This design comes from an exercise in tuning for small area and a short achievable clock period on the open sky130 flow, not from production work.
Where RTL was checked, it was by simulation tests only, not by an equivalence proof against the original.
Function not checked in runs 1 to 4: the RTL went through the layout flow alone.
Power is estimated from default activity; no workload was simulated.

===== design/flow/run.sh =====
#!/bin/bash
# synth_recipe.tcl (not shown) runs the flow's synth.tcl, then flattens the netlist and writes it again
# the make line also repeats each setting of config.mk as NAME=value (left out here)
make -C /OpenROAD-flow-scripts/flow DESIGN_CONFIG=/design/flow/config.mk WORK_HOME=/design/flow/orfs CLKGATE_MAP_FILE= SYNTH_SCRIPT=/design/flow/synth_recipe.tcl finish

===== design/flow/config.mk =====
export PLATFORM = sky130hd
export DESIGN_NAME = norm_rnd
export DESIGN_NICKNAME = norm_rnd
export VERILOG_FILES = /design/flow/design.v
export SDC_FILE = /design/flow/constraint.sdc
export NUM_CORES = 4
export LEC_CHECK = 0
export ABC_AREA = 1
export CAP_MARGIN = 20
export CORE_MARGIN = 2
export CORE_UTILIZATION = 30
export SLEW_MARGIN = 20

===== design/flow/constraint.sdc =====
create_clock -name core_clock -period 14.0 [get_ports {clk}]
set_input_delay 2.8000 -clock core_clock [delete_from_list [all_inputs] [get_ports {clk}]]
set_output_delay 2.8000 -clock core_clock [all_outputs]
set_load 0.01 [all_outputs]

===== design/flow/design.v =====
`timescale 1ns/1ps
`default_nettype none
module lead_zero_count
(
    input  wire  [105:0] fract,
    output logic [6:0]   count
);
    logic [127:0] x;
    logic [63:0]  v1;  logic [63:0]  c1;    
    logic [31:0]  v2;  logic [63:0]  c2;    
    logic [15:0]  v3;  logic [47:0]  c3;    
    logic [7:0]   v4;  logic [31:0]  c4;    
    logic [3:0]   v5;  logic [19:0]  c5;    
    logic [1:0]   v6;  logic [11:0]  c6;    
    assign x = {fract, 1'b1, 21'b0};
    always_comb
    begin
        for (int i = 0; i < 64; i++)
        begin
            v1[i] = x[2*i+1] | x[2*i];
            c1[i] = ~x[2*i+1];
        end
        for (int i = 0; i < 32; i++)
        begin
            v2[i] = v1[2*i+1] | v1[2*i];
            c2[2*i+:2] = v1[2*i+1] ? {1'b0, c1[2*i+1]} : {1'b1, c1[2*i]};
        end
        for (int i = 0; i < 16; i++)
        begin
            v3[i] = v2[2*i+1] | v2[2*i];
            c3[3*i+:3] = v2[2*i+1] ? {1'b0, c2[2*(2*i+1)+:2]} : {1'b1, c2[2*(2*i)+:2]};
        end
        for (int i = 0; i < 8; i++)
        begin
            v4[i] = v3[2*i+1] | v3[2*i];
            c4[4*i+:4] = v3[2*i+1] ? {1'b0, c3[3*(2*i+1)+:3]} : {1'b1, c3[3*(2*i)+:3]};
        end
        for (int i = 0; i < 4; i++)
        begin
            v5[i] = v4[2*i+1] | v4[2*i];
            c5[5*i+:5] = v4[2*i+1] ? {1'b0, c4[4*(2*i+1)+:4]} : {1'b1, c4[4*(2*i)+:4]};
        end
        for (int i = 0; i < 2; i++)
        begin
            v6[i] = v5[2*i+1] | v5[2*i];
            c6[6*i+:6] = v5[2*i+1] ? {1'b0, c5[5*(2*i+1)+:5]} : {1'b1, c5[5*(2*i)+:5]};
        end
        count = v6[1] ? {1'b0, c6[11:6]} : {1'b1, c6[5:0]};
    end
endmodule
`default_nettype wire
`timescale 1ns/1ps
`default_nettype none
module normalizer
(
    input  wire  [105:0] fract_in,
    input  wire  [10:0]  exp_in,
    output logic [52:0]  trunc_out,    
    output logic         guard_out,    
    output logic         sticky_out,   
    output logic [10:0]  exp_out,      
    output logic [10:0]  exp_inc_out,  
    output logic         denorm_out,
    output logic         kill_out,     
    output logic         exp_ovf_out   
);
    logic [10:0]  e1;        
    logic [105:0] stop;      
    logic [6:0]   sh;        
    logic         fzero;
    assign e1 = {exp_in[10:1], exp_in[0] | ~|exp_in[10:1]};
    always_comb
    begin
        for (int i = 0; i < 106; i++)
            stop[i] = ~|e1[10:7] & (e1[6:0] == 7'(105 - i));
    end
    lead_zero_count u_lzc
    (
        .fract (fract_in | stop),
        .count (sh)
    );
    logic [105:0] p6, p5, p4, p3, p2, p1, p0;
    logic [5:0]   drop;
    always_comb
    begin
        for (int i = 0; i < 106; i++)
        begin
            p6[i] = (i >= 64) ? (fract_in[i] | (sh[6] & fract_in[i-64])) :
                    (i >= 42) ? fract_in[i] : (fract_in[i] & ~sh[6]);
            p5[i] = (i >= 74) ? (p6[i] | (sh[5] & p6[i-32])) :
                    (i >= 32) ? (sh[5] ? p6[i-32] : p6[i]) : (p6[i] & ~sh[5]);
            p4[i] = (i >= 90) ? (p5[i] | (sh[4] & p5[i-16])) :
                    (i >= 16) ? (sh[4] ? p5[i-16] : p5[i]) : (p5[i] & ~sh[4]);
            p3[i] = (i >= 98) ? (p4[i] | (sh[3] & p4[i-8])) :
                    (i >= 8)  ? (sh[3] ? p4[i-8] : p4[i]) : (p4[i] & ~sh[3]);
            p2[i] = (i >= 102) ? (p3[i] | (sh[2] & p3[i-4])) :
                    (i >= 4)   ? (sh[2] ? p3[i-4] : p3[i]) : (p3[i] & ~sh[2]);
            p1[i] = (i >= 104) ? (p2[i] | (sh[1] & p2[i-2])) :
                    (i >= 2)   ? (sh[1] ? p2[i-2] : p2[i]) : (p2[i] & ~sh[1]);
            p0[i] = (i >= 105) ? (p1[i] | (sh[0] & p1[i-1])) :
                    (i >= 1)   ? (sh[0] ? p1[i-1] : p1[i]) : (p1[i] & ~sh[0]);
        end
        drop[5] = ~sh[5] & (|p6[20:1] | (p6[0] & |sh[4:0]));
        drop[4] = ~sh[4] & |p5[36:21];
        drop[3] = ~sh[3] & |p4[44:37];
        drop[2] = ~sh[2] & |p3[48:45];
        drop[1] = ~sh[1] & |p2[50:49];
        drop[0] = ~sh[0] & p1[51];
    end
    assign trunc_out   = p0[105:53];
    assign guard_out   = p0[52];
    assign sticky_out  = |drop;
    assign fzero       = ~|fract_in;
    assign denorm_out  = ~p0[105] & ~(fzero & (|e1[10:7] | (e1[6:0] >= 7'd106)));
    assign exp_out     = exp_in + 11'd1 - {4'b0, sh};
    assign exp_inc_out = exp_in + 11'd2 - {4'b0, sh};
    assign kill_out    = ~|exp_in & ~fract_in[105] & ~fract_in[104];
    assign exp_ovf_out = fract_in[105] & (&exp_in[10:1]);
endmodule
`default_nettype wire
`timescale 1ns/1ps
`default_nettype none
module rounder
(
    input  wire          clk,
    input  wire          reset,
    input  wire          sign,
    input  wire  [1:0]   r_mode,
    input  wire  [52:0]  in_trunc,
    input  wire          in_guard,
    input  wire          in_sticky,
    input  wire  [10:0]  in_exp,       
    input  wire  [10:0]  in_exp_inc,   
    input  wire          in_denorm,
    input  wire          in_kill,
    input  wire          in_exp_ovf,
    output logic [52:0]  fract_out,
    output logic [10:0]  exp_out,
    output logic         dn_out,
    output logic         ine_out,
    output logic         overflow_out,
    output logic         infinite_out
);
    logic        inexact;
    logic        round_inc;
    logic        carry;
    logic [52:0] fract_rnd;
    logic        overflow;
    logic        to_inf;
    logic [52:0] fract_next;
    logic [10:0] exp_next;
    assign inexact = in_guard | in_sticky;
    always_comb
    begin
        case (r_mode)
            2'd0:    round_inc = in_guard & (in_sticky | in_trunc[0]);
            2'd1:    round_inc = 1'b0;
            2'd2:    round_inc = inexact & ~sign;
            default: round_inc = inexact & sign;
        endcase
    end
    assign carry     = round_inc & (&in_trunc);
    assign fract_rnd = (in_trunc + {52'b0, round_inc}) | {carry, 52'b0};
    assign overflow = in_exp_ovf | (carry & (&in_exp[10:1]));
    assign to_inf   = overflow & ((r_mode == 2'd0) | ((r_mode == 2'd2) & ~sign) |
                                  ((r_mode == 2'd3) & sign));
    always_comb
    begin
        if (to_inf | in_kill)
            fract_next = '0;
        else if (overflow)
            fract_next = '1;
        else
            fract_next = fract_rnd;
        if (to_inf)
            exp_next = 11'h7FF;
        else if (overflow)
            exp_next = 11'h7FE;
        else if (in_kill)
            exp_next = 11'd1;
        else
            exp_next = carry ? in_exp_inc : in_exp;
    end
    always_ff @(posedge clk)
    begin
        if (reset)
        begin
            fract_out    <= '0;
            exp_out      <= '0;
            dn_out       <= 1'b0;
            ine_out      <= 1'b0;
            overflow_out <= 1'b0;
            infinite_out <= 1'b0;
        end
        else
        begin
            fract_out    <= fract_next;
            exp_out      <= exp_next;
            dn_out       <= in_denorm;
            ine_out      <= (inexact & ~in_kill) | overflow;
            overflow_out <= overflow;
            infinite_out <= to_inf;
        end
    end
endmodule
`default_nettype wire
`timescale 1ns/1ps
`default_nettype none
module norm_rnd
(
    input  wire          clk,
    input  wire          reset,
    input  wire  [105:0] fract_in,
    input  wire  [10:0]  exp_in,
    input  wire          sign,
    input  wire  [1:0]   r_mode,
    output logic [52:0]  fract_out,
    output logic [10:0]  exp_out,
    output logic         dn_out,
    output logic         ine_out,
    output logic         overflow_out,
    output logic         infinite_out
);
    logic [52:0] nb_trunc;
    logic        nb_guard;
    logic        nb_sticky;
    logic [10:0] nb_exp;
    logic [10:0] nb_exp_inc;
    logic        nb_denorm;
    logic        nb_kill;
    logic        nb_exp_ovf;
    normalizer u_normalizer
    (
        .fract_in    (fract_in),
        .exp_in      (exp_in),
        .trunc_out   (nb_trunc),
        .guard_out   (nb_guard),
        .sticky_out  (nb_sticky),
        .exp_out     (nb_exp),
        .exp_inc_out (nb_exp_inc),
        .denorm_out  (nb_denorm),
        .kill_out    (nb_kill),
        .exp_ovf_out (nb_exp_ovf)
    );
    rounder u_rounder
    (
        .clk          (clk),
        .reset        (reset),
        .sign         (sign),
        .r_mode       (r_mode),
        .in_trunc     (nb_trunc),
        .in_guard     (nb_guard),
        .in_sticky    (nb_sticky),
        .in_exp       (nb_exp),
        .in_exp_inc   (nb_exp_inc),
        .in_denorm    (nb_denorm),
        .in_kill      (nb_kill),
        .in_exp_ovf   (nb_exp_ovf),
        .fract_out    (fract_out),
        .exp_out      (exp_out),
        .dn_out       (dn_out),
        .ine_out      (ine_out),
        .overflow_out (overflow_out),
        .infinite_out (infinite_out)
    );
endmodule
`default_nettype wire

==> metrics.md, run 1 <==
| Metric | Value |
|---|---|
| Run status | `timing/DRC/antenna clean` |
| Yosys top cell area share | `0.246` |
| Number of max-slew violations in the final report | `0` |
| Yosys warns | `3` |
| Final Routed Wirelength | `70.1 mm` |
| Initial cell density of the core | `0.302` |
| Cell type with the largest total area after synthesis | `nand3_1` |
| I/O Pins | `190` |
| Kind of cell adding the most delay to the critical path | `simple AND/OR/NAND/NOR gates` |
| Number of enable-type register cells in the synthesized netlist | `0` |
| Clock Path Buffers | `2` |
| Portion of the clock cycle consumed by the worst path in the final layout | `0.852` |
| Vertical extent of the die | `217 um` |
| Port Buffers | `189` |
| Total stage count of the critical path | `33` |
| Syn Area/Cell | `5.05 um^2` |
| Final worst slack | `2.08 ns` |
| Synthesized netlist cell count | `2,698` |
| Final weighted congestion in routability-driven placement | `1.05` |
| Cell area after synthesis | `13,600 um^2` |
| Sinks on the clock net | `68` |
| Maximum operating frequency | `83.9 MHz` |
| Post-DP HPWL | `57.4 mm` |
| Die area | `47,100 um^2` |
| Worst slack on hold paths | `3.25 ns` |
| Wire length of the first global-routing pass | `105 mm` |
| Flop and latch count out of synthesis | `68` |
| Number of global-route vias before repair | `17,500` |
| Total negative slack for setup checks | `0 ns` |
| Final count of hold timing violations | `0` |
| Number of vias after detailed routing | `18,900` |
| GRT Overall Usage | `0.292` |
| Share of flip-flops with an asynchronous set or reset after synthesis | `0` |
| Count of instances resized after the clock tree is built | `0` |
| Sequential share of the synthesized area | `0.0999` |
| Dominant cells by area after synthesis | `nand3_1, nand2_1, nor2_1` |
| Fill cell instance count of the final layout | `5,278` |
| Overall overflow remaining after global route | `0` |
| Setup violators final | `0` |
| Initial antenna violation count | `0` |
| Critical-path cell with the highest stage delay | `clkdlybuf4s50_1` |
| Total of max-cap violations | `0` |
| Crit path buffers/inverters | `4` |
| Post-layout util | `0.353` |
| Post-DRT Antenna Nets | `0` |
| Core Footprint | `45,100 um^2` |
| Clock period minus final worst setup slack | `11.92 ns` |
| Category of the critical setup timing path | `input pin to register` |
| Fraction of layout instances using a drive strength above 1 | `0.0388` |
| Net count of the finished layout | `2,932` |
| Flip-flop cell with the highest count after synthesis | `dfxtp_1` |
| Worst Path Max Fanout | `79` |
| Synth cell types | `46` |
| Setup crit start kind | `input pin` |
| Post-detailed-route via-to-cell ratio | `5.59` |
| Number of standard-cell rows in the floorplan | `78` |
| Endpoint type of the worst setup path | `register` |
| Cell type with the highest occurrence count on the critical path | `nand2_1` |
| Number of CTS-inserted buffers | `9` |
| DRC violation count after routing | `0` |
| Worst Tran Pin Value | `1.09 ns` |
| Synthesis-to-finish area growth | `16.8%` |
| Hold Crit Class | `input pin to register` |
| Required time of the critical path | `14.18 ns` |
| Net count of the mapped netlist | `2,848` |
| Fin cells | `3,386` |
| Cell depth of the worst hold path | `5` |
| Clock tree from TritonCTS | `done` |
| Setup repair after global routing missed its margin | `no` |
| Maximum number of pins on one net before global-route repair | `84` |
| Horizontal die dimension | `217 um` |
| Quantity of hold-fixing buffers added after cts | `0` |
| Clock-pin slew of the registers on the worst-case setup and hold paths | `0.05 ns` |
| Placed Instances | `3,371` |
| Largest stage delay on the critical path | `1.19 ns` |
| CTS Root Buffer Type | `clkbuf_16` |
| Total power per unit cell area | `57.7 nW/um^2` |
| Detailed router's first-iteration violation count | `2,878` |
| Leak Pwr | `7.34 nW` |
| Length of the first detailed-routing pass in iterations | `6` |
| Remaining max-slew budget at the tightest pin | `0.271` |
| N_diodes | `0` |
| Number of buffers added for setup after CTS | `0` |
| WL/cell | `20.7 um` |
| Worst VDD drop | `48.5 uV` |
| Number of H-tree levels | `3` |
| Worst slack at placement | `2.23 ns` |
| Critical path data arrival time | `12.10 ns` |
## registers in the layout, indices dropped and copies added (netlist names)
signal                  cells
u_rounder.ine_out           1
u_rounder.infinite_out      1
u_rounder.dn_out            1
u_rounder.exp_out          11
u_rounder.fract_out        53
u_rounder.overflow_out      1
## cell type report
class / count / area, um^2 / share of cell area
Sequential cell: 68 / 1360 / 0.0855
Inverter: 218 / 821 / 0.0516
Clock inverter: 4 / 50.0 / 0.00314
Timing Repair Buffer: 203 / 2000 / 0.125
Tap cell: 600 / 751 / 0.0472
Multi-Input combinational cell: 2282 / 10700 / 0.672
Clock buffer: 11 / 243 / 0.0152
## where the power goes
| group | internal, W | switching [W] |
|---|---|---|
| registers | 0.000214 | 0.00000560 |
| clock network | 0.000141 | 0.0000810 |
| logic | 0.000169 | 0.000307 |
| total | 0.000524 | 0.000394 |
## worst min-delay path: cells and delay by family
family	cells	cell delay, ns
AND/OR/NAND/NOR	4	0.27
buffers and inverters	1	0.47
## metrics by stage
step                cell area (um^2)  total power [W]
global placement               15600         0.000692
floorplan                      13600         0.000498
finish                         15900         0.000918
global route                   15900         0.000978
CTS                            15900         0.000915
detailed placement             15600         0.000688
## cells in the mapped netlist (2+ instances only)
cell type / count
buf_6: 17
a31oi_1: 6
o211ai_1: 12
o21ai_1: 12
clkbuf_1: 23
nor2_1: 403
nand4_1: 68
nand2_2: 12
nand3_2: 3
o21ai_2: 2
clkinv_1: 2
xnor2_1: 24
buf_2: 73
xor2_1: 32
dfxtp_1: 68
nand2_1: 820
nand3_1: 669
buf_4: 15
nor3_1: 16
a21oi_1: 47
buf_1: 2
fa_1: 2
nand2_4: 7
inv_2: 25
nor4_1: 12
inv_1: 190
nand3b_1: 4
nor2_2: 19
o21bai_1: 9
o41ai_1: 2
o21ai_0: 58
o22ai_1: 2
ha_1: 26
nor2_4: 4
## final timing paths
path	startpoint	end	slack, ns
worst max-delay path	exp_in[1]	u_rounder.fract_out[19]	2.08
worst min-delay path	sign	u_rounder.infinite_out	3.25
## cell usage in the layout, fill, tap and decap left out, types with 4 or more instances in the layout
cell type	netlist	layout
a21oi_1	47	47
a31oi_1	6	6
buf_4	15	14
clkbuf_16	0	9
clkdlybuf4s50_1	0	189
dfxtp_1	68	68
ha_1	26	26
inv_1	190	189
inv_2	25	26
nand2_1	820	820
nand2_2	12	12
nand2_4	7	7
nand3_1	669	668
nand3_2	3	4
nand3b_1	4	4
nand4_1	68	68
nor2_1	403	402
nor2_2	19	18
nor2_4	4	6
nor3_1	16	16
nor4_1	12	12
o211ai_1	12	12
o21ai_0	58	58
o21ai_1	12	12
o21bai_1	9	9
xnor2_1	24	24
xor2_1	32	32
## cells by family after synthesis
| logic type | synth area share |
|---|---|
| and+or+nand+nor | 0.656 |
| xor gates and xnor gates | 0.0360 |
| buffers and inverters | 0.116 |
| AOI/OAI and AO/OA | 0.0648 |
| adders and majority gates | 0.0268 |
| DFF | 0.0999 |
## per-layer routing
| layer | vias to the layer above | routed length (um) | GRT usage |
|---|---|---|---|
| met5 | - | 0 | 0 |
| met4 | 0 | 3430 | 0.124 |
| met3 | 173 | 7220 | 0.0479 |
| met2 | 1143 | 30400 | 0.466 |
| met1 | 8580 | 29100 | 0.389 |
| li1 | 9026 | - | - |
==> inputs of run 2 (changes only) <==
--- a/design/flow/design.v
+++ b/design/flow/design.v
@@ -62,7 +62,8 @@
     output logic [10:0]  exp_inc_out,  
     output logic         denorm_out,
     output logic         kill_out,     
-    output logic         exp_ovf_out   
+    output logic         exp_ovf_out,  
+    output logic         exp_top_out   
 );
     logic [10:0]  e1;        
     logic [105:0] stop;      
@@ -116,6 +117,10 @@
     assign exp_inc_out = exp_in + 11'd2 - {4'b0, sh};
     assign kill_out    = ~|exp_in & ~fract_in[105] & ~fract_in[104];
     assign exp_ovf_out = fract_in[105] & (&exp_in[10:1]);
+    assign exp_top_out = (&exp_in[10:2]) &
+                         ((fract_in[105] & (exp_in[1:0] == 2'd1 | exp_in[1:0] == 2'd2)) |
+                          (~fract_in[105] & fract_in[104] & exp_in[1]) |
+                          (fract_in[105:103] == 3'b001 & exp_in[1:0] == 2'd3));
 endmodule
 `default_nettype wire
 `timescale 1ns/1ps
@@ -134,6 +139,7 @@
     input  wire          in_denorm,
     input  wire          in_kill,
     input  wire          in_exp_ovf,
+    input  wire          in_exp_top,   
     output logic [52:0]  fract_out,
     output logic [10:0]  exp_out,
     output logic         dn_out,
@@ -161,7 +167,7 @@
     end
     assign carry     = round_inc & (&in_trunc);
     assign fract_rnd = (in_trunc + {52'b0, round_inc}) | {carry, 52'b0};
-    assign overflow = in_exp_ovf | (carry & (&in_exp[10:1]));
+    assign overflow = in_exp_ovf | (carry & in_exp_top);
     assign to_inf   = overflow & ((r_mode == 2'd0) | ((r_mode == 2'd2) & ~sign) |
                                   ((r_mode == 2'd3) & sign));
     always_comb
@@ -229,6 +235,7 @@
     logic        nb_denorm;
     logic        nb_kill;
     logic        nb_exp_ovf;
+    logic        nb_exp_top;
     normalizer u_normalizer
     (
         .fract_in    (fract_in),
@@ -240,7 +247,8 @@
         .exp_inc_out (nb_exp_inc),
         .denorm_out  (nb_denorm),
         .kill_out    (nb_kill),
-        .exp_ovf_out (nb_exp_ovf)
+        .exp_ovf_out (nb_exp_ovf),
+        .exp_top_out (nb_exp_top)
     );
     rounder u_rounder
     (
@@ -256,6 +264,7 @@
         .in_denorm    (nb_denorm),
         .in_kill      (nb_kill),
         .in_exp_ovf   (nb_exp_ovf),
+        .in_exp_top   (nb_exp_top),
         .fract_out    (fract_out),
         .exp_out      (exp_out),
         .dn_out       (dn_out),
--- a/design/flow/config.mk
+++ b/design/flow/config.mk
@@ -9,4 +9,6 @@
 export CAP_MARGIN = 20
 export CORE_MARGIN = 2
 export CORE_UTILIZATION = 30
+export SETUP_SLACK_MARGIN = 5
 export SLEW_MARGIN = 20
+export TNS_END_PERCENT = 100
==> run 2 against run 1 <==
Net effect:
- still clean
- combinational power increased by 1%
- die area decreased by 2.6%
- flip-flop and latch count unchanged
- sequential share of layout area shrank 0.23 points
- cell area up 2.8%
- fmax rose by 34%
- non-clock buffer count up 21
- hold slack lost 0.044 ns
- power rose by 1.9%
- setup slack improved by 3.0 ns
==> metrics.md, run 2 <==
| Metric | Value |
|---|---|
| Run status | `timing/DRC/antenna clean` |
| Worst Path Max Fanout | `34 (-57%)` |
| I/O Pins | `190 (unchanged)` |
| Critical-path cell with the highest stage delay | `clkdlybuf4s50_1` |
| Synth cell types | `45 (-2.2%)` |
| Net count of the mapped netlist | `2,792 (-2.0%)` |
| Net count of the finished layout | `2,917 (-0.51%)` |
| Number of max-slew violations in the final report | `0 (unchanged)` |
| Setup repair after global routing missed its margin | `yes` |
| Post-detailed-route via-to-cell ratio | `5.65 (+1.2%)` |
| Initial antenna violation count | `2 (+2)` |
| Number of standard-cell rows in the floorplan | `77 (-1.3%)` |
| Overall overflow remaining after global route | `0 (unchanged)` |
| Clock Path Buffers | `2 (unchanged)` |
| Share of flip-flops with an asynchronous set or reset after synthesis | `0 (unchanged)` |
| Sinks on the clock net | `68 (unchanged)` |
| Post-DRT Antenna Nets | `0 (unchanged)` |
| Initial cell density of the core | `0.302 (about the same)` |
| Cell type with the highest occurrence count on the critical path | `nand2_1` |
| Yosys top cell area share | `0.248 (+0.00177)` |
| Total of max-cap violations | `0 (unchanged)` |
| Maximum operating frequency | `113 MHz (+34%)` |
| WL/cell | `21.5 um (+4.0%)` |
| Clock tree from TritonCTS | `done` |
| Worst slack on hold paths | `3.20 ns (-0.0440 ns)` |
| Final Routed Wirelength | `72.4 mm (+3.2%)` |
| Wire length of the first global-routing pass | `105 mm (about the same)` |
| DRC violation count after routing | `0 (unchanged)` |
| Fill cell instance count of the final layout | `5,115 (-3.1%)` |
| Leak Pwr | `7.48 nW (+1.9%)` |
| Number of global-route vias before repair | `17,500 (-0.35%)` |
| Register share of total power | `0.236 (-0.003)` |
| Quantity of hold-fixing buffers added after cts | `0 (unchanged)` |
| Number of H-tree levels | `3 (unchanged)` |
| Sequential share of the synthesized area | `0.103 (+0.00271)` |
| Cell area after synthesis | `13,300 um^2 (-2.6%)` |
| Most frequent standard cell in the layout excluding fill and tap cells | `nand2_1` |
| Total power per unit cell area | `57.2 nW/um^2 (-0.82%)` |
| Endpoint type of the worst setup path | `register` |
| Placed Instance Area | `15,400 um^2 (-1.7%)` |
| Total negative slack for setup checks | `0 ns (unchanged)` |
| Dominant combinational cell family by area after synthesis | `simple AND/OR/NAND/NOR gates` |
| Portion of the clock cycle consumed by the worst path in the final layout | `0.634 (-0.217)` |
| Horizontal die dimension | `214 um (-1.3%)` |
| Synthesized netlist cell count | `2,639 (-2.2%)` |
| Clock period minus final worst setup slack | `8.88 ns (-3.04 ns)` |
| Synth Area in Compound Gates | `0.0750 (+0.0102)` |
| Required time of the critical path | `14.23 ns (+0.05 ns)` |
| Share of synthesized cell area in full adder, half adder and majority cells | `0.0304 (+0.00356)` |
| Flop and latch count out of synthesis | `68 (unchanged)` |
| CTS Root Buffer Type | `clkbuf_16` |
| Syn Area/Cell | `5.03 um^2 (-0.47%)` |
| Hold Crit Class | `input pin to register` |
| Number of vias after detailed routing | `19,000 (+0.43%)` |
| Setup crit start kind | `input pin` |
| Final count of hold timing violations | `0 (unchanged)` |
| Synthesis-to-finish area growth | `23.4%` |
| Regs by FF count | `u_rounder.fract_out x53, u_rounder.exp_out x11` |
| Die area | `45,900 um^2 (-2.6%)` |
| Remaining max-slew budget at the tightest pin | `0.422 (+0.152)` |
| Clock-pin slew of the registers on the worst-case setup and hold paths | `0.06 ns (about the same)` |
| Critical path data arrival time | `9.11 ns (-2.99 ns)` |
| Largest stage delay on the critical path | `0.54 ns (-0.65 ns)` |
| Number of flip-flops in the largest register | `53 (unchanged)` |
| Most frequent cells after synthesis | `nand2_1, nand3_1, nor2_1` |
| Maximum number of pins on one net before global-route repair | `78 (-7.1%)` |
| Post-synthesis xor/xnor area fraction | `0.0357 (-0.000343)` |
| Number of CTS-inserted buffers | `9 (unchanged)` |
| Dominant cells by area after synthesis | `nand3_1, nand2_1, nor2_1` |
| Flip-flop cell with the highest count after synthesis | `dfxtp_1` |
| Vertical extent of the die | `214 um (-1.3%)` |
| GRT Overall Usage | `0.299 (+0.00650)` |
| Category of the critical setup timing path | `input pin to register` |
| Detailed router's first-iteration violation count | `2,772 (-3.7%)` |
| Post-DP HPWL | `57.8 mm (+0.58%)` |
| Core Footprint | `43,900 um^2 (-2.6%)` |
| Final weighted congestion in routability-driven placement | `1.11 (+5.5%)` |
| N_diodes | `0 (unchanged)` |
| Number of enable-type register cells in the synthesized netlist | `0 (unchanged)` |
| Multiplexer share of the synthesized area | `0 (unchanged)` |
| Largest register by flop count | `u_rounder.fract_out` |
| Fraction of power spent switching nets | `0.438 (+0.00833)` |
| Worst VDD drop | `53.2 uV (+9.6%)` |
| Finished layout cell area | `16,400 um^2 (+2.8%)` |
| Fraction of layout instances using a drive strength above 1 | `0.0516 (+0.0129)` |
| Simple-Gate Fraction of Synth Area | `0.651 (-0.00557)` |
| Commonest cells after routing, fill and taps aside | `nand2_1, nand3_1, nor2_1` |
| Yosys warns | `3 (unchanged)` |
| Port Buffers | `189 (unchanged)` |
| Worst Tran Pin Value | `0.866 ns (-0.224 ns)` |
| Clock Power Share | `0.250 (+0.008)` |
| Net load switching power | `0.000409 W (+3.9%)` |
| Length of the first detailed-routing pass in iterations | `7 (+1)` |
| Part of the total power dissipated in combinational logic | `0.514 (-0.005)` |
| Setup violators final | `0 (unchanged)` |
| Cell type with the largest total area after synthesis | `nand3_1` |
| Internal Dissipation | `0.000526 W (+0.45%)` |
| Most frequent cell after synthesis | `nand2_1` |
run 2: cells by family (layout without fill, tap and decap cells):
logic type	after synthesis	in the layout
simple gates	2001	2007
fa+ha+maj	31	31
flops	68	68
xor+xnor	54	54
buf+inv	308	432
compound gates	177	177
run 2: final timing paths:
kind	startpoint	endpoint	slack (ns)	depth (start not counted)
worst min-delay path	reset	u_rounder.dn_out	3.20	2
worst max-delay path	exp_in[7]	u_rounder.fract_out[50]	5.12	38
run 2: area by class of cell:
| class | instances | area [um^2] | area share |
|---|---|---|---|
| Multi-Input combinational cell | 2269 | 10800 | 0.661 |
| Timing Repair Buffer | 224 | 2390 | 0.146 |
| Sequential cell | 68 | 1360 | 0.0832 |
| Tap cell | 592 | 741 | 0.0453 |
| Inverter | 192 | 739 | 0.0452 |
| Clock buffer | 9 | 225 | 0.0138 |
| Clock inverter | 7 | 81.3 | 0.00497 |
run 2: metal layers:
| layer | vias up | routed length [um] | GRT usage |
|---|---|---|---|
| met5 | - | 13 | 0 |
| met3 | 205 | 8200 | 0.0624 |
| li1 | 8957 | - | - |
| met2 | 1191 | 30600 | 0.464 |
| met4 | 2 | 3730 | 0.126 |
| met1 | 8648 | 29900 | 0.400 |
run 2: power groups by stage:
stage               Clock (W)  Combinational (W)  Sequential, W
floorplan                   0           0.000260       0.000234
global placement            0           0.000462       0.000225
detailed placement          0           0.000458       0.000225
CTS                  0.000237           0.000463       0.000221
global route         0.000247           0.000521       0.000223
finish               0.000234           0.000481       0.000221
run 2: timing repair:
item                                    CTS  global route
buffers inserted                          2            10
resized for setup                        44            48
endpoints found under the setup margin   67            67
cloned                                    3             9
pin swaps                                 2            14
run 2: metrics by stage:
stage / instances / utilization / total power, W / setup slack, ns
floorplan: 2639 / - / 0.000494 / 6.98
global placement: 3321 / 0.350 / 0.000688 / 3.07
detailed placement: 3321 / 0.350 / 0.000683 / 3.14
CTS: 3342 / 0.362 / 0.000921 / 4.93
global route: 3361 / 0.372 / 0.000991 / 4.95
finish: 3361 / 0.372 / 0.000936 / 5.12
run 2: critical path: cells and delay by family:
family                     cells  cell delay (ns)
and+or+nand+nor               26             3.74
buffers and inverters          9             1.73
adders and majority gates      3             0.79
==> inputs of run 3 (changes only) <==
--- a/design/flow/design.v
+++ b/design/flow/design.v
@@ -66,20 +66,30 @@
     output logic         exp_top_out   
 );
     logic [10:0]  e1;        
-    logic [105:0] stop;      
+    logic [6:0]   lz;
     logic [6:0]   sh;        
-    logic         fzero;
+    logic [7:0]   eq;        
+    logic [7:0]   gt;        
+    logic [7:0]   lt;        
     assign e1 = {exp_in[10:1], exp_in[0] | ~|exp_in[10:1]};
-    always_comb
-    begin
-        for (int i = 0; i < 106; i++)
-            stop[i] = ~|e1[10:7] & (e1[6:0] == 7'(105 - i));
-    end
     lead_zero_count u_lzc
     (
-        .fract (fract_in | stop),
-        .count (sh)
+        .fract (fract_in),
+        .count (lz)
     );
+    always_comb
+    begin
+        eq[7] = ~|e1[10:7];
+        gt[7] = 1'b0;
+        lt[7] = |e1[10:7];
+        for (int k = 6; k >= 0; k--)
+        begin
+            sh[k]  = lt[k+1] ? lz[k] : gt[k+1] ? e1[k] : (lz[k] & e1[k]);
+            gt[k]  = gt[k+1] | (eq[k+1] & lz[k] & ~e1[k]);
+            lt[k]  = lt[k+1] | (eq[k+1] & ~lz[k] & e1[k]);
+            eq[k]  = eq[k+1] & (lz[k] == e1[k]);
+        end
+    end
     logic [105:0] p6, p5, p4, p3, p2, p1, p0;
     logic [5:0]   drop;
     always_comb
@@ -111,8 +121,7 @@
     assign trunc_out   = p0[105:53];
     assign guard_out   = p0[52];
     assign sticky_out  = |drop;
-    assign fzero       = ~|fract_in;
-    assign denorm_out  = ~p0[105] & ~(fzero & (|e1[10:7] | (e1[6:0] >= 7'd106)));
+    assign denorm_out  = gt[0];
     assign exp_out     = exp_in + 11'd1 - {4'b0, sh};
     assign exp_inc_out = exp_in + 11'd2 - {4'b0, sh};
     assign kill_out    = ~|exp_in & ~fract_in[105] & ~fract_in[104];
==> design/flow/flow/run.sh (new file) <==
#!/bin/bash
# The standard layout, with plain buf_1 cells as the port buffers instead of
# the delay cells buffer_ports picks by default. Every port still gets its
# own buffer.
set -euo pipefail
export BUFFER_PORTS_ARGS="-buffer_cell sky130_fd_sc_hd__buf_1"
bash standard.sh > standard_flow.log 2>&1
==> design/flow/standard.sh (new file) <==
#!/bin/bash
# synth_recipe.tcl (not shown) runs the flow's synth.tcl, then flattens the netlist and writes it again
# the make line also repeats each setting of config.mk as NAME=value (left out here)
make -C /OpenROAD-flow-scripts/flow DESIGN_CONFIG=/design/flow/config.mk WORK_HOME=/design/flow/orfs CLKGATE_MAP_FILE= SYNTH_SCRIPT=/design/flow/synth_recipe.tcl "${@:-finish}"
removed: design/flow/run.sh
==> run 3 against run 2 <==
Net effect:
- sequential share of layout area increased by 1.6 points
- power decreased by 3.9%
- synthesized cell count decreased by 7.9%
- global-route usage decreased by 4.8 points
- hold slack got worse by 0.30 ns
- still clean
- final cell count decreased by 8.6%
- critical path type unchanged
- count of clock-buffer cells in the layout unchanged
- combinational power decreased by 8.7%
- setup slack improved by 0.40 ns
- cell area decreased by 16%
- highest routed layer is now met4
- fmax increased by 4.7%
==> metrics.md, run 3 <==
| Metric | Value |
|---|---|
| Run status | `timing/DRC/antenna clean` |
| Final count of hold timing violations | `0 (unchanged)` |
| Synthesis-to-finish area growth | `9.94%` |
| Dominant cells by area after synthesis | `nand2_1, nand3_1, dfxtp_1` |
| Category of the critical setup timing path | `input pin to register` |
| Net count of the finished layout | `2,695 (-7.6%)` |
| Maximum number of pins on one net before global-route repair | `74 (-5.1%)` |
| Clock Path Buffers | `2 (unchanged)` |
| Vertical extent of the die | `208 um (-2.8%)` |
| I/O Pins | `190 (unchanged)` |
| Cell depth of the worst hold path | `4 (+2)` |
| Flip-flop cell with the highest count after synthesis | `dfxtp_1` |
| Syn Area/Cell | `5.15 um^2 (+2.4%)` |
| Yosys top cell area share | `0.241 (-0.00632)` |
| Commonest cells after routing, fill and taps aside | `nand2_1, nand3_1, nor2_1` |
| Met1 routed wirelength after detailed routing | `23.2 mm (-22%)` |
| Total of max-cap violations | `0 (unchanged)` |
| Area taken by flip-flops and latches | `1360 um^2 (unchanged)` |
| Critical path data arrival time | `8.70 ns (-0.41 ns)` |
| Fin cells | `3,073 (-8.6%)` |
| Clock tree from TritonCTS | `done` |
| Worst Path Max Fanout | `66 (+94%)` |
| Detailed router's first-iteration violation count | `1,818 (-34%)` |
| Die area | `43,400 um^2 (-5.6%)` |
| Number of vias after detailed routing | `16,500 (-13%)` |
| Share of flip-flops with an asynchronous set or reset after synthesis | `0 (unchanged)` |
| Initial antenna violation count | `0 (-2)` |
| Setup crit start kind | `input pin` |
| Multi-input gate area | `9840 um^2 (-9.1%)` |
| Maximum operating frequency | `118 MHz (+4.7%)` |
| Port Buffers | `189 (unchanged)` |
| DRC violation count after routing | `0 (unchanged)` |
| Number of H-tree levels | `3 (unchanged)` |
| Core Footprint | `41,000 um^2 (-6.6%)` |
| Horizontal die dimension | `208 um (-2.8%)` |
| Amount of wire on met2 after detailed routing | `25.6 mm (-16%)` |
| Yosys warns | `3 (unchanged)` |
| Synthesized netlist cell count | `2,431 (-7.9%)` |
| Required time of the critical path | `14.22 ns (about the same)` |
| Setup repair after global routing missed its margin | `yes` |
| Post-detailed-route via-to-cell ratio | `5.37 (-5.1%)` |
| Register share of total power | `0.248 (+0.012)` |
| Initial cell density of the core | `0.305 (+0.00313)` |
| Endpoint type of the worst setup path | `register` |
| Synth cell types | `46 (+2.2%)` |
| Remaining max-slew budget at the tightest pin | `0.412 (-0.0109)` |
| Largest register by flop count | `u_rounder.fract_out` |
| Final weighted congestion in routability-driven placement | `1.04 (-6.3%)` |
| Most frequent cell after synthesis | `nand2_1` |
| Leak Pwr | `6.59 nW (-12%)` |
| Number of CTS-inserted buffers | `9 (unchanged)` |
| CTS Root Buffer Type | `clkbuf_16` |
| Sinks on the clock net | `68 (unchanged)` |
| Net count of the mapped netlist | `2,590 (-7.2%)` |
| GRT Overall Usage | `0.251 (-0.0480)` |
| Setup violators final | `0 (unchanged)` |
| Total negative slack for setup checks | `0 ns (unchanged)` |
| Number of global-route vias before repair | `15,500 (-11%)` |
| Clock-pin slew of the registers on the worst-case setup and hold paths | `0.06 ns (about the same)` |
| Worst VDD drop | `63.1 uV (+19%)` |
| Total power per unit cell area | `65.3 nW/um^2 (+14%)` |
| Largest stage delay on the critical path | `0.53 ns (about the same)` |
| Most frequent standard cell in the layout excluding fill and tap cells | `nand2_1` |
| Number of standard-cell rows in the floorplan | `74 (-3.9%)` |
| Sequential share of the synthesized area | `0.109 (+0.00617)` |
| Placed Instances | `3,054 (-8.0%)` |
| Length of the first detailed-routing pass in iterations | `8 (+1)` |
| Post-DRT Antenna Nets | `0 (unchanged)` |
| Critical-path cell with the highest stage delay | `buf_4` |
| Clock period minus final worst setup slack | `8.48 ns (-0.397 ns)` |
| Fraction of layout instances using a drive strength above 1 | `0.0429 (-0.00875)` |
| Internal Dissipation | `0.000488 W (-7.2%)` |
| Quantity of hold-fixing buffers added after cts | `0 (unchanged)` |
| Met3 routed wirelength | `4.03 mm (-51%)` |
| Portion of the clock cycle consumed by the worst path in the final layout | `0.606 (-0.0283)` |
| N_diodes | `0 (unchanged)` |
| Cell type with the largest total area after synthesis | `nand2_1` |
| Clock Power Share | `0.264 (+0.014)` |
| Most frequent cells after synthesis | `nand2_1, nand3_1, nor2_1` |
| Cell area after synthesis | `12,500 um^2 (-5.7%)` |
| Number of max-slew violations in the final report | `0 (unchanged)` |
| Fill cell instance count of the final layout | `4,903 (-4.1%)` |
| Top Layer Used | `met4` |
| Wire length of the first global-routing pass | `86.0 mm (-18%)` |
| Final Routed Wirelength | `55.4 mm (-24%)` |
| Cell type with the highest occurrence count on the critical path | `nand2_1` |
| Regs by FF count | `u_rounder.fract_out x53, u_rounder.exp_out x11` |
| WL/cell | `18.0 um (-16%)` |
| Hold Crit Class | `input pin to register` |
| Number of enable-type register cells in the synthesized netlist | `0 (unchanged)` |
| Fraction of power spent switching nets | `0.457 (+0.0194)` |
| Net load switching power | `0.000411 W (+0.36%)` |
| Overall overflow remaining after global route | `0 (unchanged)` |
| Flop and latch count out of synthesis | `68 (unchanged)` |
| Worst Tran Pin Value | `0.875 ns (+0.00828 ns)` |
| Number of flip-flops in the largest register | `53 (unchanged)` |
| Part of the total power dissipated in combinational logic | `0.488 (-0.026)` |
| Post-DP HPWL | `45.4 mm (-21%)` |
run 3: worst paths after layout:
kind | start | to | slack [ns]
worst max-delay path | fract_in[81] | u_rounder.fract_out[30] | 5.52
worst min-delay path | reset | u_rounder.exp_out[0] | 2.91
run 3: cells by family after synthesis:
kind of cell    share of synthesized area
flops                               0.109
simple gates                        0.633
xor+xnor                           0.0329
fa+ha+maj                          0.0382
buf+inv                             0.111
compound gates                     0.0756
run 3: per-layer routing:
| metal | GRT usage | vias to the layer above |
|---|---|---|
| met5 | 0 | - |
| met4 | 0.108 | 0 |
| met3 | 0.0361 | 147 |
| met2 | 0.427 | 726 |
| met1 | 0.315 | 7456 |
| li1 | - | 8159 |
run 3: critical path: cells and delay by family:
kind	cells	cell delay, ns
simple gates	28	4.05
fa+ha+maj	2	0.48
xor+xnor	1	0.16
buf+inv	5	1.13
run 3: layout make-up:
cell class | count | area share
inverters | 182 | 0.0509
flip-flops and latches | 68 | 0.0990
repair buffers | 204 | 0.0641
multi-input cells | 2071 | 0.715
clock buffers | 9 | 0.0164
clock inverters | 7 | 0.00582
well taps | 532 | 0.0484
run 3: power by group through the flow:
| stage | registers [W] | logic (W) | clock network [W] |
|---|---|---|---|
| floorplan | 0.000237 | 0.000282 | 0 |
| global placement | 0.000228 | 0.000429 | 0 |
| detailed placement | 0.000227 | 0.000428 | 0 |
| CTS | 0.000223 | 0.000430 | 0.000242 |
| global route | 0.000225 | 0.000488 | 0.000250 |
| finish | 0.000223 | 0.000439 | 0.000237 |
run 3: timing repair:
action                     4_1_cts  5_1_grt
buffers inserted                 0        3
gates cloned                     0        0
setup endpoints to repair       55       67
pin swaps                        0        1
resized for setup                5       34
run 3: metrics by stage:
stage	cell area (um^2)	util	setup WS (ns)	total power, W	hold slack [ns]
5_1_grt	13800	0.335	4.96	0.000963	2.92
2_1_floorplan	12500	-	6.85	0.000519	2.99
3_3_place_gp	13300	0.324	4.38	0.000657	3.19
3_5_place_dp	13300	0.324	4.37	0.000655	3.19
4_1_cts	13600	0.332	5.04	0.000895	2.88
6_report	13800	0.335	5.52	0.000899	2.91
==> inputs of run 4 (changes only) <==
--- a/design/flow/design.v
+++ b/design/flow/design.v
@@ -174,8 +174,21 @@
             default: round_inc = inexact & sign;
         endcase
     end
-    assign carry     = round_inc & (&in_trunc);
-    assign fract_rnd = (in_trunc + {52'b0, round_inc}) | {carry, 52'b0};
+    logic [6:0][52:0] pre;
+    logic [52:0]      all;
+    always_comb
+    begin
+        pre[0] = in_trunc;
+        for (int l = 1; l < 7; l++)
+            for (int i = 0; i < 53; i++)
+                if (i[l-1])
+                    pre[l][i] = pre[l-1][i] & pre[l-1][((i >> (l - 1)) << (l - 1)) - 1];
+                else
+                    pre[l][i] = pre[l-1][i];
+        all = pre[6];
+    end
+    assign carry     = round_inc & all[52];
+    assign fract_rnd = (in_trunc ^ ({53{round_inc}} & {all[51:0], 1'b1})) | {carry, 52'b0};
     assign overflow = in_exp_ovf | (carry & in_exp_top);
     assign to_inf   = overflow & ((r_mode == 2'd0) | ((r_mode == 2'd2) & ~sign) |
                                   ((r_mode == 2'd3) & sign));
==> run 4 against run 3 <==
Net effect:
- the layout now fails its checks (max-capacitance violations, max-slew violations)
- fmax increased by 0.81%
- global-route usage decreased by 1.7 points
- critical path depth unchanged
- via count decreased by 6.6%
- final cell count decreased by 4.8%
- synthesized area decreased by 4.7%
==> metrics.md, run 4 <==
| Metric | Value |
|---|---|
| Sequential share of the synthesized area | `0.114 (+0.00539)` |
| Layout check faults | `max-capacitance violations, max-slew violations` |
| Sinks on the clock net | `68 (unchanged)` |
| Worst VDD drop | `81.2 uV (+29%)` |
| Number of H-tree levels | `3 (unchanged)` |
| Net count of the finished layout | `2,554 (-5.2%)` |
| Horizontal die dimension | `203 um (-2.3%)` |
| Overall overflow remaining after global route | `0 (unchanged)` |
| Flip-flop cell with the highest count after synthesis | `dfxtp_1` |
| Die area | `41,400 um^2 (-4.6%)` |
| Syn Area/Cell | `5.20 um^2 (+0.93%)` |
| Flop and latch count out of synthesis | `68 (unchanged)` |
| Initial antenna violation count | `0 (unchanged)` |
| Hold Crit Class | `input pin to register` |
| Setup crit start kind | `input pin` |
| Cell type with the largest total area after synthesis | `nand2_1` |
| Number of vias after detailed routing | `15,400 (-6.6%)` |
| Worst Path Max Fanout | `68 (+3.0%)` |
| Maximum operating frequency | `119 MHz (+0.81%)` |
| Critical-path cell with the highest stage delay | `nand2_8` |
| Run status | `finished with violations` |
| Commonest cells after routing, fill and taps aside | `nand2_1, nand3_1, nor2_1` |
| Share of flip-flops with an asynchronous set or reset after synthesis | `0 (unchanged)` |
| GRT Overall Usage | `0.234 (-0.0172)` |
| Worst Tran Pin Value | `1.62 ns (+0.744 ns)` |
| Final weighted congestion in routability-driven placement | `1.02 (-2.0%)` |
| Length of the first detailed-routing pass in iterations | `10 (+2)` |
| Clock-pin slew of the registers on the worst-case setup and hold paths | `0.06 ns (about the same)` |
| Number of global-route vias before repair | `14,300 (-7.8%)` |
| I/O Pins | `190 (unchanged)` |
| Number of CTS-inserted buffers | `9 (unchanged)` |
| Wire length of the first global-routing pass | `77.0 mm (-10%)` |
| Post-DP HPWL | `39.4 mm (-13%)` |
| Yosys warns | `3 (unchanged)` |
| Most used routing layer in global routing | `met2` |
| Critical Path End | `u_rounder.fract_out[21]` |
| Maximum number of pins on one net before global-route repair | `81 (+9.5%)` |
| Dominant cells by area after synthesis | `nand2_1, nand3_1, dfxtp_1` |
| Yosys top cell area share | `0.235 (-0.00568)` |
| Total negative slack for setup checks | `0 ns (unchanged)` |
| Detailed router's first-iteration violation count | `1,589 (-13%)` |
| Fraction of met2 tracks used by global routing | `0.397 (-0.0298)` |
| Crit path buffers/inverters | `5 (unchanged)` |
| Number of enable-type register cells in the synthesized netlist | `0 (unchanged)` |
| GR Layer Usage met1 | `0.291 (-0.0241)` |
| Post-DRT Antenna Nets | `0 (unchanged)` |
| Portion of the clock cycle consumed by the worst path in the final layout | `0.601 (-0.00488)` |
| Final Routed Wirelength | `49.8 mm (-10%)` |
| Synthesized netlist cell count | `2,295 (-5.6%)` |
| Setup violators final | `0 (unchanged)` |
| Endpoint type of the worst setup path | `register` |
| Leak Pwr | `6.46 nW (-2.0%)` |
| Total of max-cap violations | `1 (+1)` |
| Most frequent standard cell in the layout excluding fill and tap cells | `nand2_1` |
| Number of max-slew violations in the final report | `15 (+15)` |
| Worst slack on hold paths | `2.80 ns (-0.111 ns)` |
| Synthesis-to-finish area growth | `10.6%` |
| Clock period minus final worst setup slack | `8.42 ns (-0.0683 ns)` |
| WL/cell | `17.0 um (-5.6%)` |
| Final count of hold timing violations | `0 (unchanged)` |
| Required time of the critical path | `14.23 ns (about the same)` |
| Category of the critical setup timing path | `input pin to register` |
| Kind of cell adding the most delay to the critical path | `simple AND/OR/NAND/NOR gates` |
| Synth cell types | `49 (+6.5%)` |
| Setup repair after global routing missed its margin | `no` |
| Cell area after synthesis | `11,900 um^2 (-4.7%)` |
| N_diodes | `0 (unchanged)` |
| Number of flip-flops in the largest register | `53 (unchanged)` |
| Post-detailed-route via-to-cell ratio | `5.27 (-1.9%)` |
| DRC violation count after routing | `0 (unchanged)` |
| Most frequent cell after synthesis | `nand2_1` |
| Core Footprint | `39,500 um^2 (-3.8%)` |
| Clock Path Buffers | `2 (unchanged)` |
| Regs by FF count | `u_rounder.fract_out x53, u_rounder.exp_out x11` |
| Largest register by flop count | `u_rounder.fract_out` |
| Total stage count of the critical path | `36 (unchanged)` |
| Port Buffers | `189 (unchanged)` |
| Total power per unit cell area | `65.4 nW/um^2 (+0.12%)` |
| CTS Root Buffer Type | `clkbuf_16` |
| Vertical extent of the die | `203 um (-2.3%)` |
| Net count of the mapped netlist | `2,453 (-5.3%)` |
| Initial cell density of the core | `0.302 (-0.00291)` |
| CP startpoint | `fract_in[57]` |
| Number of standard-cell rows in the floorplan | `73 (-1.4%)` |
| Met3 demand-to-capacity share in global routing | `0.0348 (-0.00124)` |
| Cell type with the highest occurrence count on the critical path | `nand2_1` |
| Critical path data arrival time | `8.64 ns (-0.06 ns)` |
| Largest stage delay on the critical path | `0.38 ns (-0.15 ns)` |
| Most frequent cells after synthesis | `nand2_1, nand3_1, nor2_1` |
| Fraction of layout instances using a drive strength above 1 | `0.0441 (+0.00125)` |
| Clock tree from TritonCTS | `done` |
| Remaining max-slew budget at the tightest pin | `-0.0830 (-0.495)` |
[run 4: cell count changes in the layout (fill, tap and decap cells not counted), sizes merged, moves of 14 or more]
cell | before | now
nor2 | 368 | 315
nand2 | 823 | 771
nand3 | 548 | 507
xor2 | 40 | 22
a21oi | 87 | 101
[run 4: layer usage]
metal / wire [um] / share of wire / up-vias
met5: 0 / 0 / -
met4: 2420 / 0.049 / 0
met3: 3720 / 0.075 / 130
met2: 22900 / 0.46 / 640
met1: 20800 / 0.42 / 6930
li1: - / - / 7707
[run 4: what timing repair did]
action,4_1_cts,5_1_grt
gates cloned,0,5
endpoints found under the setup margin,67,67
setup buffers,0,6
pin swaps,0,3
resized for setup,9,20
hold buffers,0,0
endpoints found under the hold margin,0,0
[run 4: logic make-up (layout without fill, tap and decap cells)]
logic type               count (synthesis)  after routing  share of synthesized area
adder cells (fa/ha/maj)                 36             36                     0.0390
buffers and inverters                  308            409                      0.120
flip-flops                              68             68                      0.114
AO/OA/AOI/OAI                          180            180                     0.0846
XOR/XNOR                                40             40                     0.0294
AND/OR/NAND/NOR                       1663           1668                      0.613
[run 4: worst min path at each step]
stage	startpoint	endpoint	slack, ns	cells after the start
final	reset	u_rounder.exp_out[0]	2.80	4
after global placement	reset	u_rounder.exp_out[0]	3.14	4
after CTS	reset	u_rounder.exp_out[0]	2.77	4
after detailed placement	reset	u_rounder.exp_out[0]	3.13	4
after floorplan	reset	u_rounder.exp_out[0]	2.95	3
after global routing	reset	u_rounder.exp_out[0]	2.80	4
[run 4: stage by stage]
step / util / instance area, um^2 / total power [W] / instances / worst slack, ns
finish: 0.334 / 13200 / 0.000863 / 2926 / 5.58
floorplan: - / 11900 / 0.000491 / 2295 / 6.87
CTS: 0.330 / 13000 / 0.000863 / 2915 / 5.05
global route: 0.334 / 13200 / 0.000930 / 2926 / 5.02
detailed placement: 0.321 / 12700 / 0.000607 / 2899 / 3.61
global placement: 0.321 / 12700 / 0.000609 / 2899 / 3.67
[run 4: power by group]
part	total [W]	leakage (nW)	switching [W]	internal, W
Clock	0.000250	0.164	0.0000880	0.000162
Sequential	0.000221	0.566	0.00000568	0.000215
Combinational	0.000392	5.73	0.000270	0.000122
[run 4: cell type report]
| type | instances | area (um^2) |
|---|---|---|
| timing repair buffer | 205 | 867 |
| clock inverter | 6 | 95.1 |
| sequential | 68 | 1360 |
| clock buffer | 10 | 239 |
| tap | 525 | 657 |
| fill | 4683 | 26300 |
| multi-input combinational | 1924 | 9230 |
| inverter | 188 | 736 |
==> inputs of run 5 (changes only) <==
--- a/design/flow/design.v
+++ b/design/flow/design.v
@@ -68,9 +68,9 @@
     logic [10:0]  e1;        
     logic [6:0]   lz;
     logic [6:0]   sh;        
-    logic [7:0]   eq;        
-    logic [7:0]   gt;        
-    logic [7:0]   lt;        
+    logic [6:0]   bit_gt;    
+    logic [6:0]   bit_eq;    
+    logic         limited;   
     assign e1 = {exp_in[10:1], exp_in[0] | ~|exp_in[10:1]};
     lead_zero_count u_lzc
     (
@@ -79,17 +79,23 @@
     );
     always_comb
     begin
-        eq[7] = ~|e1[10:7];
-        gt[7] = 1'b0;
-        lt[7] = |e1[10:7];
-        for (int k = 6; k >= 0; k--)
+        for (int k = 0; k < 7; k++)
         begin
-            sh[k]  = lt[k+1] ? lz[k] : gt[k+1] ? e1[k] : (lz[k] & e1[k]);
-            gt[k]  = gt[k+1] | (eq[k+1] & lz[k] & ~e1[k]);
-            lt[k]  = lt[k+1] | (eq[k+1] & ~lz[k] & e1[k]);
-            eq[k]  = eq[k+1] & (lz[k] == e1[k]);
+            bit_gt[k] = lz[k] & ~e1[k];
+            bit_eq[k] = lz[k] ~^ e1[k];
         end
+        limited = 1'b0;
+        for (int k = 0; k < 7; k++)
+        begin
+            logic above_eq;
+            above_eq = 1'b1;
+            for (int j = k + 1; j < 7; j++)
+                above_eq = above_eq & bit_eq[j];
+            limited = limited | (bit_gt[k] & above_eq);
+        end
+        limited = limited & ~|e1[10:7];
     end
+    assign sh = limited ? e1[6:0] : lz;
     logic [105:0] p6, p5, p4, p3, p2, p1, p0;
     logic [5:0]   drop;
     always_comb
@@ -121,9 +127,9 @@
     assign trunc_out   = p0[105:53];
     assign guard_out   = p0[52];
     assign sticky_out  = |drop;
-    assign denorm_out  = gt[0];
-    assign exp_out     = exp_in + 11'd1 - {4'b0, sh};
-    assign exp_inc_out = exp_in + 11'd2 - {4'b0, sh};
+    assign denorm_out  = limited;
+    assign exp_out     = limited ? 11'd1 : exp_in + 11'd1 - {4'b0, lz};
+    assign exp_inc_out = limited ? 11'd2 : exp_in + 11'd2 - {4'b0, lz};
     assign kill_out    = ~|exp_in & ~fract_in[105] & ~fract_in[104];
     assign exp_ovf_out = fract_in[105] & (&exp_in[10:1]);
     assign exp_top_out = (&exp_in[10:2]) &
==> run 5 against run 4 <==
Net effect:
- the run now finishes clean
- synthesized cell count decreased by 5.9%
- critical path type unchanged
- via count increased by 1.1%
- synthesized area decreased by 4.9%
- final cell count decreased by 4.2%
- critical endpoint is now u_rounder.exp_out[0]
- non-clock buffer count increased by 11
- largest power group unchanged
- wire length increased by 11%
- sequential power about the same
==> metrics.md, run 5 <==
| Metric | Value |
|---|---|
| Flip-flop cell with the highest count after synthesis | `dfxtp_1` |
| N_diodes | `0 (unchanged)` |
| Share of flip-flops with an asynchronous set or reset after synthesis | `0 (unchanged)` |
| Critical-path cell with the highest stage delay | `ha_2` |
| Flop and latch count out of synthesis | `68 (unchanged)` |
| Multiplexer share of the synthesized area | `0 (unchanged)` |
| Number of max-slew violations in the final report | `0 (-15)` |
| Fill cell instance count of the final layout | `4,280 (-8.6%)` |
| Required time of the critical path | `14.24 ns (about the same)` |
| Cell area after synthesis | `11,300 um^2 (-4.9%)` |
| Number of flip-flops in the largest register | `53 (unchanged)` |
| Horizontal die dimension | `198 um (-2.4%)` |
| Synth Area in Compound Gates | `0.0924 (+0.00779)` |
| Worst Tran Pin Value | `1.07 ns (-0.552 ns)` |
| Dominant combinational cell family by area after synthesis | `simple AND/OR/NAND/NOR gates` |
| Fraction of layout instances using a drive strength above 1 | `0.0537 (+0.00952)` |
| Overall overflow remaining after global route | `0 (unchanged)` |
| Worst Path Max Fanout | `38 (-44%)` |
| Regs by FF count | `u_rounder.fract_out x53, u_rounder.exp_out x11` |
| Length of the first detailed-routing pass in iterations | `6 (-4)` |
| Most frequent cell after synthesis | `nand3_1` |
| Worst slack on hold paths | `2.89 ns (+0.0993 ns)` |
| Setup repair after global routing missed its margin | `yes` |
| Clock-pin slew of the registers on the worst-case setup and hold paths | `0.05 ns (about the same)` |
| Worst VDD drop | `56.0 uV (-31%)` |
| Portion of the clock cycle consumed by the worst path in the final layout | `0.620 (+0.0185)` |
| Fraction of power spent switching nets | `0.422 (about the same)` |
| Clock period minus final worst setup slack | `8.68 ns (+0.260 ns)` |
| Maximum operating frequency | `115 MHz (-3.0%)` |
| Most frequent standard cell in the layout excluding fill and tap cells | `nand3_1` |
| Setup crit start kind | `input pin` |
| Internal Dissipation | `0.000438 W (-12%)` |
| Sequential share of the synthesized area | `0.120 (+0.00590)` |
| Port Buffers | `189 (unchanged)` |
| Post-DP HPWL | `42.6 mm (+8.2%)` |
| Final weighted congestion in routability-driven placement | `1.03 (+0.69%)` |
| Final count of hold timing violations | `0 (unchanged)` |
| Synthesized netlist cell count | `2,160 (-5.9%)` |
| GRT Overall Usage | `0.280 (+0.0464)` |
| Quantity of hold-fixing buffers added after cts | `0 (unchanged)` |
| I/O Pins | `190 (unchanged)` |
| Net count of the finished layout | `2,447 (-4.2%)` |
| Number of CTS-inserted buffers | `9 (unchanged)` |
| Total of max-cap violations | `0 (-1)` |
| Detailed router's first-iteration violation count | `1,579 (-0.63%)` |
| Simple-Gate Fraction of Synth Area | `0.609 (-0.00355)` |
| Wire length of the first global-routing pass | `84.2 mm (+9.4%)` |
| Commonest cells after routing, fill and taps aside | `nand3_1, nand2_1, nor2_1` |
| Final Routed Wirelength | `55.3 mm (+11%)` |
| Total power per unit cell area | `58.1 nW/um^2 (-11%)` |
| Number of standard-cell rows in the floorplan | `71 (-2.7%)` |
| Syn Area/Cell | `5.25 um^2 (+1.0%)` |
| Synth cell types | `46 (-6.1%)` |
| Remaining max-slew budget at the tightest pin | `0.280 (+0.363)` |
| Category of the critical setup timing path | `input pin to register` |
| Net count of the mapped netlist | `2,318 (-5.5%)` |
| Maximum number of pins on one net before global-route repair | `79 (-2.5%)` |
| Cell type with the highest occurrence count on the critical path | `nand2_1` |
| Yosys top cell area share | `0.278 (+0.0422)` |
| Largest register by flop count | `u_rounder.fract_out` |
| Crit path buffers/inverters | `5 (unchanged)` |
| WL/cell | `19.7 um (+16%)` |
| Post-synthesis xor/xnor area fraction | `0.0224 (-0.00698)` |
| Clock Power Share | `0.264 (-0.026)` |
| Share of synthesized cell area in full adder, half adder and majority cells | `0.0411 (+0.00202)` |
| Setup violators final | `0 (unchanged)` |
| DRC violation count after routing | `0 (unchanged)` |
| Endpoint type of the worst setup path | `register` |
| Cell type with the largest total area after synthesis | `nand3_1` |
| Initial antenna violation count | `1 (+1)` |
| Part of the total power dissipated in combinational logic | `0.447 (-0.007)` |
| Run status | `timing/DRC/antenna clean` |
| Number of global-route vias before repair | `14,700 (+2.6%)` |
| Hold Crit Class | `input pin to register` |
| Post-detailed-route via-to-cell ratio | `5.56 (+5.5%)` |
| Dominant cells by area after synthesis | `nand3_1, nand2_1, dfxtp_1` |
| Critical path data arrival time | `8.91 ns (+0.27 ns)` |
| Die area | `39,400 um^2 (-4.8%)` |
| Yosys warns | `3 (unchanged)` |
| Vertical extent of the die | `198 um (-2.4%)` |
| Kind of cell adding the most delay to the critical path | `simple AND/OR/NAND/NOR gates` |
| Initial cell density of the core | `0.303 (+0.000972)` |
| Net load switching power | `0.000320 W (-12%)` |
| Sinks on the clock net | `68 (unchanged)` |
| Register share of total power | `0.288 (+0.032)` |
| CTS Root Buffer Type | `clkbuf_16` |
| Number of H-tree levels | `3 (unchanged)` |
| Core Footprint | `37,400 um^2 (-5.2%)` |
| Synthesis-to-finish area growth | `14.9%` |
| Number of enable-type register cells in the synthesized netlist | `0 (unchanged)` |
| Clock tree from TritonCTS | `done` |
| Total negative slack for setup checks | `0 ns (unchanged)` |
| Clock Path Buffers | `2 (unchanged)` |
| Leak Pwr | `6.11 nW (-5.4%)` |
| Number of vias after detailed routing | `15,600 (+1.1%)` |
| Largest stage delay on the critical path | `0.33 ns (-0.05 ns)` |
| Most frequent cells after synthesis | `nand3_1, nand2_1, nor2_1` |
| Post-DRT Antenna Nets | `0 (unchanged)` |
==> run 5: changes by cell type after synthesis, sizes merged, moves of 5 or more <==
| cell | change |
|---|---|
| nand2 | -178 |
| nand3 | +126 |
| nor2 | -47 |
| buf | -18 |
| a21oi | -15 |
| nand4 | -15 |
| o21ai | +14 |
| xnor2 | -7 |
| clkbuf | +6 |
| o211ai | +5 |
==> run 5: through the flow <==
stage / cells / total power [W] / instance area [um^2] / worst slack [ns] / util
floorplan: 2160 / 0.000438 / 11300 / 6.78 / -
global placement: 2762 / 0.000547 / 12200 / 3.01 / 0.326
detailed placement: 2762 / 0.000548 / 12200 / 3.02 / 0.326
CTS: 2790 / 0.000759 / 12800 / 5.01 / 0.342
global route: 2803 / 0.000814 / 13000 / 4.91 / 0.348
finish: 2803 / 0.000758 / 13000 / 5.32 / 0.348
==> run 5: cell families after synthesis <==
kind of cell	after synthesis
fa+ha+maj	36
flops	68
buf+inv	297
simple gates	1547
compound gates	183
xor+xnor	29
==> run 5: routing by layer <==
layer  global-route usage  up-vias  part of all wire
met5                    0        -           0.00024
met4                0.120        2             0.045
met3               0.0704      142             0.094
met2                0.460      777              0.45
met1                0.347     7195              0.41
li1                     -     7462                 -
==> run 5: power groups by stage <==
stage | Clock [W] | Combinational, W | Sequential [W]
CTS | 0.000208 | 0.000331 | 0.000219
global placement | 0 | 0.000323 | 0.000224
floorplan | 0 | 0.000207 | 0.000232
finish | 0.000200 | 0.000339 | 0.000219
global route | 0.000215 | 0.000378 | 0.000221
detailed placement | 0 | 0.000324 | 0.000223
==> run 5: final timing paths <==
kind,startpoint,cells past startpoint,to
setup / recovery,fract_in[105],39,u_rounder.exp_out[0]
hold / removal,reset,4,u_rounder.exp_out[0]
==> run 5: what timing repair did <==
action	CTS	global route
pin swaps	4	7
endpoints found under the setup margin	67	67
buffers inserted	5	10
endpoints found under the hold margin	0	0
resized for setup	44	30
gates cloned	9	2
==> run 5: final cells by class <==
cell class / instances / area, um^2 / area share
Clock buffer: 11 / 243 / 0.0186
Clock inverter: 3 / 15.0 / 0.00115
Inverter: 189 / 749 / 0.0575
Multi-Input combinational cell: 1804 / 9000 / 0.691
Sequential cell: 68 / 1360 / 0.104
Tap cell: 511 / 639 / 0.0491
Timing Repair Buffer: 216 / 1010 / 0.0777
Timing Repair inverter: 1 / 8.76 / 0.000672

==> re-timing with driven ports <==
No port has a modelled driver above. Below, the same layouts with a new extraction and two added sets of constraints. Step 1 (the two cells are an assumption about what drives the block):
set clk [get_ports {clk}]
set_driving_cell -lib_cell sky130_fd_sc_hd__clkbuf_16 $clk
set_driving_cell -lib_cell sky130_fd_sc_hd__buf_2 [delete_from_list [all_inputs] $clk]
Step 2 times the ports against the registers' clock, not the clock port: input delays grow and output delays shrink by t, the midpoint of the rising clock arrivals with the driver on. Slacks: no drivers / after step 1 / after step 2; pairs: no drivers / after step 1.
run	t, ns	setup slack, ns	hold WS [ns]	pins driven straight from the clock port
run 1	0.376	2.079 / 2.096 / 1.720	3.248 / 3.230 / 3.551	1
run 2	0.386	5.119 / 5.140 / 4.754	3.204 / 3.189 / 3.554	1
run 3	0.389	5.515 / 5.546 / 5.158	2.907 / 2.883 / 3.199	1
run 4	0.374	5.584 / 5.606 / 5.232	2.796 / 2.804 / 3.178	1
run 5	0.392	5.324 / 5.352 / 4.960	2.895 / 2.870 / 3.203	1
For run 2, which loses most, drivers alone change the setup slack by +0.021 ns; drivers and shift together by -0.365 ns.
